Source: an optimization exercise on an open RTL-to-GDS flow (aim: small area, a short achievable clock period and few clock cycles per item). Production flows keep margins and buffers that such runs may drop. Only simulation tests tie the RTL to the original design; equivalence was not proved. Power figures rest on the tool's default switching activity, not on a simulated workload.

## zinc
// cpu_top
module cpu_top #(
  parameter int addr_w = 12
) (
  input  logic                       clk,
  input  logic                       rst_n,
  output logic                       io_stall,
  output logic                       mem_req,
  output logic                       mem_we,
  output logic [addr_w:0]            mem_addr,
  output logic [cpu_pkg::data_w-1:0] mem_wdata,
  input  logic                       mem_ack,
  input  logic [cpu_pkg::data_w-1:0] mem_rdata
);
Settings: LEC_CHECK=0, CAP_MARGIN=20, CORE_MARGIN=2, CORE_UTILIZATION=55, SETUP_SLACK_MARGIN=4.3, SLEW_MARGIN=20; clock period 8.0 ns.
run.sh (not shown) runs the stock make flow with config.mk's settings and CLKGATE_MAP_FILE= SYNTH_SCRIPT=/design/flow/synth_recipe.tcl, a recipe that flattens the netlist after the stock synthesis.
zinc finished every stage and its layout cleared the timing, DRC and antenna checks.
Testbench counts of zinc, summed over its fixed seeds: cycles 33,391, instrs 24,000.
Input changes introduced in juniper (baseline for comparison: zinc):
# zinc
export LEC_CHECK = 0
export CAP_MARGIN = 20
export CORE_MARGIN = 2
export CORE_UTILIZATION = 55
export SETUP_SLACK_MARGIN = 4.3
export SLEW_MARGIN = 20
create_clock -name core_clock -period 8.0 [get_ports {clk}]
# juniper
export LEC_CHECK = 0
export CAP_MARGIN = 20
export CORE_MARGIN = 2
export CORE_UTILIZATION = 55
export SETUP_SLACK_MARGIN = 4.5
export SLEW_MARGIN = 20
create_clock -name core_clock -period 8.0 [get_ports {clk}]
## What came out
- juniper vs zinc on fraction of area in clock buffers and inverters: juniper is the higher one.
- juniper does worse than zinc on switching power summed over all nets.
- juniper ends up with higher placed wire-length estimate after detailed placement than zinc does.
- Between juniper and zinc, the multi-input gate share of the layout cell area is higher for zinc.
- Summary of juniper over zinc: total power draw went up 4.1%, height of the chip held, final weighted congestion of routability-driven global placement went up 4.3%, pin count of the biggest net entering global routing went down 18%.
- Power dissipated in the clock network: higher on juniper
- juniper ended with every stage complete and zero timing, DRC or antenna violations.
- Between juniper and zinc, it is juniper whose portion of the clock cycle consumed by the worst path in the final layout is lower, by 2.2 points.
- The fmax in juniper was higher than what zinc gave.
Inputs modified between juniper and xenon:
# juniper
export LEC_CHECK = 0
export CAP_MARGIN = 20
export CORE_MARGIN = 2
export CORE_UTILIZATION = 55
export SETUP_SLACK_MARGIN = 4.5
export SLEW_MARGIN = 20
create_clock -name core_clock -period 8.0 [get_ports {clk}]
# xenon
export LEC_CHECK = 0
export CAP_MARGIN = 20
export CORE_MARGIN = 2
export CORE_UTILIZATION = 55
export CTS_BUF_LIST = sky130_fd_sc_hd__clkbuf_4 sky130_fd_sc_hd__clkbuf_8
export CTS_CLUSTER_SIZE = 24
export SETUP_SLACK_MARGIN = 4.5
export SLEW_MARGIN = 20
create_clock -name core_clock -period 8.0 [get_ports {clk}]
[summary]
xenon finished every stage and its layout cleared the timing, DRC and antenna checks.
Combinational cell fraction of total power delta (xenon -> juniper): insignificant
Cmp xenon and juniper / length of routed wiring on met1 / lower: xenon
A end point of the critical path of op_b[2] is what xenon shows, while g_rf[0].q[14] belongs to juniper.
The logic depth of the worst path, buffers included in xenon was lower than what juniper gave.
Of xenon and juniper, the run reporting the higher final area was juniper.
--- input diff xenon..sierra ---
# xenon
export LEC_CHECK = 0
export CAP_MARGIN = 20
export CORE_MARGIN = 2
export CORE_UTILIZATION = 55
export CTS_BUF_LIST = sky130_fd_sc_hd__clkbuf_4 sky130_fd_sc_hd__clkbuf_8
export CTS_CLUSTER_SIZE = 24
export SETUP_SLACK_MARGIN = 4.5
export SLEW_MARGIN = 20
create_clock -name core_clock -period 8.0 [get_ports {clk}]
# sierra
export LEC_CHECK = 0
export CAP_MARGIN = 20
export CORE_MARGIN = 2
export CORE_UTILIZATION = 55
export SETUP_SLACK_MARGIN = 4.5
export SLEW_MARGIN = 20
export TNS_END_PERCENT = 10
create_clock -name core_clock -period 8.0 [get_ports {clk}]
==> comparison <==
Against xenon, sierra comes in 0.71 points higher on fraction of met1 tracks used by global routing. | net switching power | higher: xenon |. Lower highest fanout seen on the critical path among sierra and xenon: xenon. Between xenon and sierra, final-layout clock-cell area share decreased.


Another version of the RTL of cpu_top (not shown whole).
Size: ~2,400 cells after synthesis, about 420 flip-flops, about 51 I/O pins, about 0.025 sq mm of cells after synthesis.
clock: 8.0 ns
lec_check: 0
cap_margin: 20
core_margin: 2
core_utilization: 40
setup_slack_margin: 4.75
slew_margin: 20
Testbench counts at the start, summed over its fixed seeds: cycles 33,391, instrs 24,000.
Rerun with:
- SETUP_SLACK_MARGIN: 4.75 -> 4.5
Outcome: The new run went through all stages and came out clean. Clock power goes up by a few percent. First-iteration DRC count falls by roughly a tenth. Cell area shrinks by a few percent. Fmax is lower by a few percent. Worst setup slack is worse by 0.16 ns. Core utilization fell by 3.0 points. Wire length shrinks by a few percent. Cell count went down by a few percent. Synthesized area is unchanged.


Another version of the RTL of cpu_top (not shown whole).
Size in the first run: about 51 I/O pins.
// cpu_top
module cpu_top #(
  parameter int addr_w = 12
) (
  input  logic                       clk,
  input  logic                       rst_n,
  output logic                       io_stall,
  output logic                       mem_req,
  output logic                       mem_we,
  output logic [addr_w:0]            mem_addr,
  output logic [cpu_pkg::data_w-1:0] mem_wdata,
  input  logic                       mem_ack,
  input  logic [cpu_pkg::data_w-1:0] mem_rdata
);
make LEC_CHECK=0 CAP_MARGIN=20 CORE_MARGIN=2 CORE_UTILIZATION=55 SETUP_SLACK_MARGIN=4.6 SLEW_MARGIN=20 finish   # period 8.0 ns
Testbench counts at the start, summed over its fixed seeds: cycles 33,391, instrs 24,000.
Edit:
Settings changed: SETUP_SLACK_MARGIN 4.6 to 4.5.
Effect:
- The new run passed the timing, DRC and antenna checks
- area after synthesis stays the same
- power went down by a few percent
- register-to-register slack stays flat
- hold slack loses 0.018 ns
- non-clock buffer count falls by 37
- via count came out lower slightly
- worst setup slack gains 0.056 ns
- clock-buffer cell count rises by 4
Edit:
Settings changed: ABC_AREA set to 1, CORE_UTILIZATION 55 to 65.
Effect:
- worst hold slack gains 0.0045 ns
- non-clock buffer count is lower by 17
- setup slack loses 0.033 ns
- cell area is higher by about 0.8%
- global-route usage is higher by 10 points
- count of clock-buffer cells in the layout is lower by 2
- die area is lower by about 15%
- via count is higher by 14%
- synthesized area is higher by 0.64%
- routed wire length is higher by 7.6%

==> static timing again, ports no longer ideal <==
In the flow no input, the clock included, has a driving cell. The finished layouts below were timed again as built, in two steps.
Step 1, drivers: a clkbuf_16 drives clk and a buf_2 each remaining input, both assumed.
Step 2 times the ports against the registers' clock, not the clock port: input delays grow and output delays shrink by t, the midpoint of the rising clock arrivals with the driver on.
a / b / c = ideal ports / drivers / drivers and shift; a / b = the first two.
| run | shift t [ns] | setup WS [ns] | worst setup path at the end | clock arrival spread, ns |
|---|---|---|---|---|
| zinc | 0.651 | 4.324 / 4.360 / 3.709 | input to register | 0.030 / 0.030 |
| juniper | 0.659 | 4.498 / 4.498 / 3.883 | input to register | 0.027 / 0.027 |
| xenon | 0.713 | 4.475 / 4.477 / 3.803 | input to register | 0.036 / 0.036 |
| sierra | 0.655 | 4.339 / 4.339 / 3.734 | input to register | 0.035 / 0.035 |
| the first run of note 2 | 0.663 | 4.636 / 4.641 / 3.978 | input to register | 0.053 / 0.052 |
| the second run of note 2 | 0.657 | 4.479 / 4.479 / 3.886 | input to register | 0.021 / 0.021 |
| the first run of note 3 | 0.651 | 4.493 / 4.498 / 3.847 | input to register | 0.022 / 0.022 |
| the second run of note 3 | 0.659 | 4.549 / 4.575 / 3.924 | input to register | 0.029 / 0.029 |
| the third run of note 3 | 0.659 | 4.516 / 4.544 / 3.887 | input to register | 0.019 / 0.019 |
After both steps setup and hold are still met in every run listed. The setup slack of xenon, which loses most, moves by +0.002 ns with the drivers and by -0.672 ns with both steps.
